Source: an optimization exercise on an open RTL-to-GDS flow (aim: small area, a short achievable clock period and few clock cycles). Production flows keep margins and buffers that such runs may drop. RTL that was checked went through simulation tests only; none was proved equivalent to the original.

==> inputs of build 56 <==
// qsim_top
module qsim_top
(
  input  wire        clk,
  input  wire        reset_n,
  input  wire        dut_valid,
  output wire        dut_ready,
  output wire        q_state_input_sram_write_enable,
  output qsim_pkg::addr_t q_state_input_sram_write_address,
  output qsim_pkg::word_t q_state_input_sram_write_data,
  output qsim_pkg::addr_t q_state_input_sram_read_address,
  input  qsim_pkg::word_t q_state_input_sram_read_data,
  output wire        q_state_output_sram_write_enable,
  output qsim_pkg::addr_t q_state_output_sram_write_address,
  output qsim_pkg::word_t q_state_output_sram_write_data,
  input  qsim_pkg::word_t q_state_output_sram_read_data,
  output wire        scratchpad_sram_write_enable,
  output qsim_pkg::addr_t scratchpad_sram_write_address,
  output qsim_pkg::word_t scratchpad_sram_write_data,
  output qsim_pkg::addr_t scratchpad_sram_read_address,
  input  qsim_pkg::word_t scratchpad_sram_read_data,
  output qsim_pkg::addr_t q_gates_sram_read_address,
  input  qsim_pkg::word_t q_gates_sram_read_data
);
clock: 9.0 ns
lec_check: 0
cap_margin: 20
core_margin: 2
core_utilization: 40
cts_cluster_diameter: 80
cts_cluster_size: 30
slew_margin: 20
standard.sh (not shown) runs the stock make flow with config.mk's settings and CLKGATE_MAP_FILE= SYNTH_SCRIPT=/design/flow/synth_recipe.tcl, a recipe that flattens the netlist after the stock synthesis.
==> flow/flow/run.sh <==
#!/bin/bash
# The standard layout (standard.sh) with these changes:
#  - synthesis skips the quick "abc -fast" pass inside Yosys's synth (-noabc);
#    otherwise that pass rewrites the generated full-adder trees so that
#    extract_fa finds most adders with inverted inputs and outputs, which
#    leaves several hundred inverters between the adder cells. Registers,
#    flattening and renaming are as in synth_recipe.tcl.
#  - every port still gets its buffer, but a plain buf_2 instead of the
#    clkdlybuf4s50_1 that buffer_ports picks by itself.
set -euo pipefail
export SETUP_SLACK_MARGIN=${MARGIN:-5.7}
export BUFFER_PORTS_ARGS="-buffer_cell sky130_fd_sc_hd__buf_2"
sed '1s/-nofsm -noshare /-nofsm -noshare -noabc /' synth_recipe.tcl > synth_noabc.tcl
grep -q -- '-noabc' synth_noabc.tcl
sed 's#/synth_recipe\.tcl#/synth_noabc.tcl#g' standard.sh > standard_noabc.sh
grep -q 'synth_noabc.tcl' standard_noabc.sh
bash standard_noabc.sh > standard.log 2>&1
==> inputs of build 81, as changes to build 56 <==
--- a/flow/flow/run.sh
+++ b/flow/flow/run.sh
@@ -8,7 +8,7 @@
 #  - every port still gets its buffer, but a plain buf_2 instead of the
 #    clkdlybuf4s50_1 that buffer_ports picks by itself.
 set -euo pipefail
-export SETUP_SLACK_MARGIN=${MARGIN:-5.7}
+export SETUP_SLACK_MARGIN=${MARGIN:-5.9}
 export BUFFER_PORTS_ARGS="-buffer_cell sky130_fd_sc_hd__buf_2"
 sed '1s/-nofsm -noshare /-nofsm -noshare -noabc /' synth_recipe.tcl > synth_noabc.tcl
 grep -q -- '-noabc' synth_noabc.tcl
==> flow_summary_export.csv <==
group,metric,value,unit
layout,n_all_buffers,300,
timing,min_period,3050,ps
layout,fillCellCount,8228,
worst_setup_path,critPathLaunch,"qsim_seq_i.gate_addr[3]",
cts,ctsResizeCount,63,
worst_setup_path,r2r_cells,8,
layout,layout.nonclk_buf_share,4.52,%
detailed_routing,dr_wl_met3,10600,um
outcome,status,"finished clean",
That was build 81.
==> flow_summary_export.csv <==
group,metric,value,unit
worst_setup_path,critPathLaunch,"qsim_cmac_i.vim_one[3]",
layout,n_all_buffers,277,
outcome,status,"finished clean",
layout,fillCellCount,8204,
timing,min_period,3290,ps
That was build 56.
Testbench counts of build 56, summed over its fixed seeds: cycles 16,392.
Testbench counts of build 81, summed over its fixed seeds: cycles 16,392.

---

==> run P: inputs <==
qsim_top, a different RTL version from the one above (not shown whole).
clock: 9.0 ns
lec_check: 0
cap_margin: 20
core_margin: 2
core_utilization: 40
slew_margin: 20
==> flow/flow/run.sh <==
#!/bin/bash
set -euo pipefail
export SETUP_SLACK_MARGIN=${MARGIN:-5.4}
export BUFFER_PORTS_ARGS="-buffer_cell sky130_fd_sc_hd__buf_2"
sed '1s/-nofsm -noshare /-nofsm -noshare -noabc /' synth_recipe.tcl > synth_noabc.tcl
grep -q -- '-noabc' synth_noabc.tcl
sed 's#/synth_recipe\.tcl#/synth_noabc.tcl#g' standard.sh > standard_noabc.sh
grep -q 'synth_noabc.tcl' standard_noabc.sh
bash standard_noabc.sh > standard.log 2>&1
==> inputs of run D, as changes to run P <==
--- a/flow/flow/run.sh
+++ b/flow/flow/run.sh
@@ -1,3 +1,11 @@
 #!/bin/bash
+# The standard layout (standard.sh) with these changes:
+#  - synthesis skips the quick "abc -fast" pass inside Yosys's synth (-noabc);
+#    otherwise that pass rewrites the generated full-adder trees so that
+#    extract_fa finds most adders with inverted inputs and outputs, which
+#    leaves several hundred inverters between the adder cells. Registers,
+#    flattening and renaming are as in synth_recipe.tcl.
+#  - every port still gets its buffer, but a plain buf_2 instead of the
+#    clkdlybuf4s50_1 that buffer_ports picks by itself.
 set -euo pipefail
 export SETUP_SLACK_MARGIN=${MARGIN:-5.4}
- CTS_CLUSTER_DIAMETER: not set -> 80
- CTS_CLUSTER_SIZE: not set -> 30
==> comparison table <==
| metric | run D | run P |
|---|---|---|
| Result of the run | complete, no violations | complete, no violations |
| Worst hold slack after final layout | 0.344 ns | 0.319 ns |
| Startpoint of the most critical register-to-register path | qsim_cmac_i.r2073$_DFF_P_ | qsim_cmac_i.r2131$_DFF_P_ |
| Count of nets after finishing | 3768 | 3783 |
| H-tree depth reported by CTS | 1 | 2 |
| Register-to-register setup slack | 5.32 ns | 5.29 ns |
| FF+latch area | 7180 um2 | 7180 um2 |
| Via density | 5.78 | 5.78 |
| Fraction of layout instances using a drive strength above 1 | 0.156 | 0.162 |
| Routed length per instance | 23.8 um | 23.6 um |
| Portion of the clock cycle consumed by the worst path in the final layout | 0.409 | 0.412 |
| Met3 routing resource usage after global routing | 0.0528 | 0.0575 |
| Vias in the first global route | 24735 | 24900 |
| Crit-path most repeated cell | sky130_fd_sc_hd__fa_1 | sky130_fd_sc_hd__maj3_1 |
| Met2 global-route usage | 0.383 | 0.383 |
| Slew at the pin closest to its max-slew limit | 1.03 ns | 1.10 ns |
| Area overhead of the layout relative to synthesis | 8.20% | 9.40% |
| Total via count in the routed design | 24165 | 24325 |
| Maximum net fanout on the critical path | 4 | 3 |
No functional check of the RTL was part of any run of this note.

---

==> inputs of juniper <==
qsim_top, a different RTL version from the one above (not shown whole).
export LEC_CHECK = 0
export CAP_MARGIN = 20
export CORE_MARGIN = 2
export CORE_UTILIZATION = 40
export SLEW_MARGIN = 20
create_clock -name core_clock -period 9.0 [get_ports {clk}]
==> flow/flow/run.sh <==
#!/bin/bash
set -euo pipefail
export SETUP_SLACK_MARGIN=${MARGIN:-5.8}
export BUFFER_PORTS_ARGS="-buffer_cell sky130_fd_sc_hd__buf_2"
sed '1s/-nofsm -noshare /-nofsm -noshare -noabc /' synth_recipe.tcl > synth_noabc.tcl
grep -q -- '-noabc' synth_noabc.tcl
sed 's#/synth_recipe\.tcl#/synth_noabc.tcl#g' standard.sh > standard_noabc.sh
grep -q 'synth_noabc.tcl' standard_noabc.sh
bash standard_noabc.sh > standard.log 2>&1
==> yarrow: changes against juniper <==
--- a/flow/flow/run.sh
+++ b/flow/flow/run.sh
@@ -1,5 +1,5 @@
 #!/bin/bash
 set -euo pipefail
-export SETUP_SLACK_MARGIN=${MARGIN:-5.8}
+export SETUP_SLACK_MARGIN=${MARGIN:-6.0}
 export BUFFER_PORTS_ARGS="-buffer_cell sky130_fd_sc_hd__buf_2"
 sed '1s/-nofsm -noshare /-nofsm -noshare -noabc /' synth_recipe.tcl > synth_noabc.tcl
==> comparison table <==
| item | juniper | yarrow |
|---|---|---|
| Fillers | 7637 | 7339 |
| Layout cells sized above 1 | 22.39% | 32.57% |
| Total Nets Final | 4158 | 4228 |
| Via density per instance | 5.955 | 6.124 |
| Avg WL per Cell | 27.15 µm | 28.69 µm |
| Reg-to-reg slack, setup | 5.74 ns | 5.77 ns |
| Non-clock buffering overhead | 12.45% | 14.61% |
| Footprint of the multi-input gates | 24250 µm² | 25420 µm² |
| Critical register-to-register path startpoint | qsim_cmac_i.g_q[5]$_DFF_P_ | qsim_cmac_i.vre_two[2]$_DFF_P_ |
| RR Endpoint | qsim_cmac_i.r2011$_DFF_P_ | qsim_cmac_i.r2140$_DFF_P_ |
| Final Util | 48.70% | 51.81% |
| Worst slack at placement | 5.021 ns | 4.886 ns |
| Post-CTS Repair Setup Buffers | 71 | 188 |
| Outcome | finished clean | finished clean |
| Global-route wire length before repair | 174000 µm | 185600 µm |
Testbench counts of juniper, summed over its fixed seeds: cycles 16,392.
Testbench counts of yarrow, summed over its fixed seeds: cycles 16,392.

---

==> inputs of lagoon <==
Another version of the RTL of qsim_top (not shown whole).
clock: 9.0 ns
lec_check: 0
cap_margin: 20
core_margin: 2
core_utilization: 40
slew_margin: 20
run.sh (not shown) runs the stock make flow with config.mk's settings and CLKGATE_MAP_FILE= SYNTH_SCRIPT=/design/flow/synth_recipe.tcl, a recipe that flattens the netlist after the stock synthesis.
Stock flow here: none of the scripts above is used.
==> nickel: changes against lagoon <==
Settings changed: SETUP_SLACK_MARGIN set to 5.
==> run summary <==
metric	nickel	lagoon
Cell count after placement	4388	4393
Clock insertion delay at the later pin of the skew report	0.63 ns	0.61 ns
End point of the most critical hold path	qsim_cmac_i.first_m	qsim_seq_i.src3
Proportion of layout cells with a drive suffix above 1	0.08881	0.06167
Number of buffers inserted by post-CTS setup repair	11	0
FF+latch area	0.007497 mm²	0.007466 mm²
Relative slew margins	0.3850	0.2621
M1 wire length	39710 µm	39870 µm
Critical path's largest stage delay	0.47 ns	0.58 ns
Routing usage on met3	0.06761	0.06275
First-pass detailed-route iteration total	8	6
Vias	24.71k	24.65k
Final core utilization	0.4615	0.4555
Status	no timing/DRC/antenna violations	no timing/DRC/antenna violations
Count of non-filler cells in the finished layout	4493	4476
Minimum clock period	5.637 ns	6.740 ns
Number of global-route vias before repair	26.37k	26.07k
GR Layer Usage met2	0.3956	0.4003
Plain + repair buffers	338	318
Post-DP HPWL	62390 µm	64120 µm
Layout overhead on the synthesized area	14.00%	12.51%
Hold WS	0.3251 ns	0.3250 ns
Non-clock buffer area fraction after layout	0.08449	0.07937
Testbench counts of lagoon, summed over its fixed seeds: cycles 16,312.
Testbench counts of nickel, summed over its fixed seeds: cycles 16,312.

[separate check: timing with driven ports]
In the flow no input, the clock included, has a driving cell. The finished layouts below were timed again as built, in two steps.
Step 1, drivers: a clkbuf_16 drives clk and a buf_2 each remaining input, both assumed.
Step 2 moves the port delays by t, midway between the first and last clock arrival at a register: inputs arrive t later, outputs are due t later. That takes back most of the time a late clock gives input paths.
Three values: ideal ports, drivers, drivers and shift; two values: the first two.
| run | t, ns | setup WS [ns] | latest minus earliest clock arrival (ns) |
|---|---|---|---|
| build 56 | 0.720 | 5.706 / 5.706 / 5.233 | 0.033 / 0.033 |
| build 81 | 0.709 | 5.951 / 5.888 / 5.291 | 0.055 / 0.055 |
| run P | 0.660 | 5.293 / 5.293 / 5.039 | 0.042 / 0.042 |
| run D | 0.674 | 5.323 / 5.323 / 5.030 | 0.085 / 0.084 |
| juniper | 0.680 | 5.736 / 5.736 / 5.246 | 0.040 / 0.040 |
| yarrow | 0.696 | 5.770 / 5.770 / 5.369 | 0.037 / 0.037 |
| lagoon | 0.662 | 2.260 / 2.260 / 2.260 | 0.033 / 0.034 |
| nickel | 0.674 | 3.363 / 3.363 / 3.363 | 0.040 / 0.040 |
After both steps setup and hold are still met in every run listed. For build 81, which loses most, drivers alone change the setup slack by -0.063 ns; drivers and shift together by -0.660 ns.
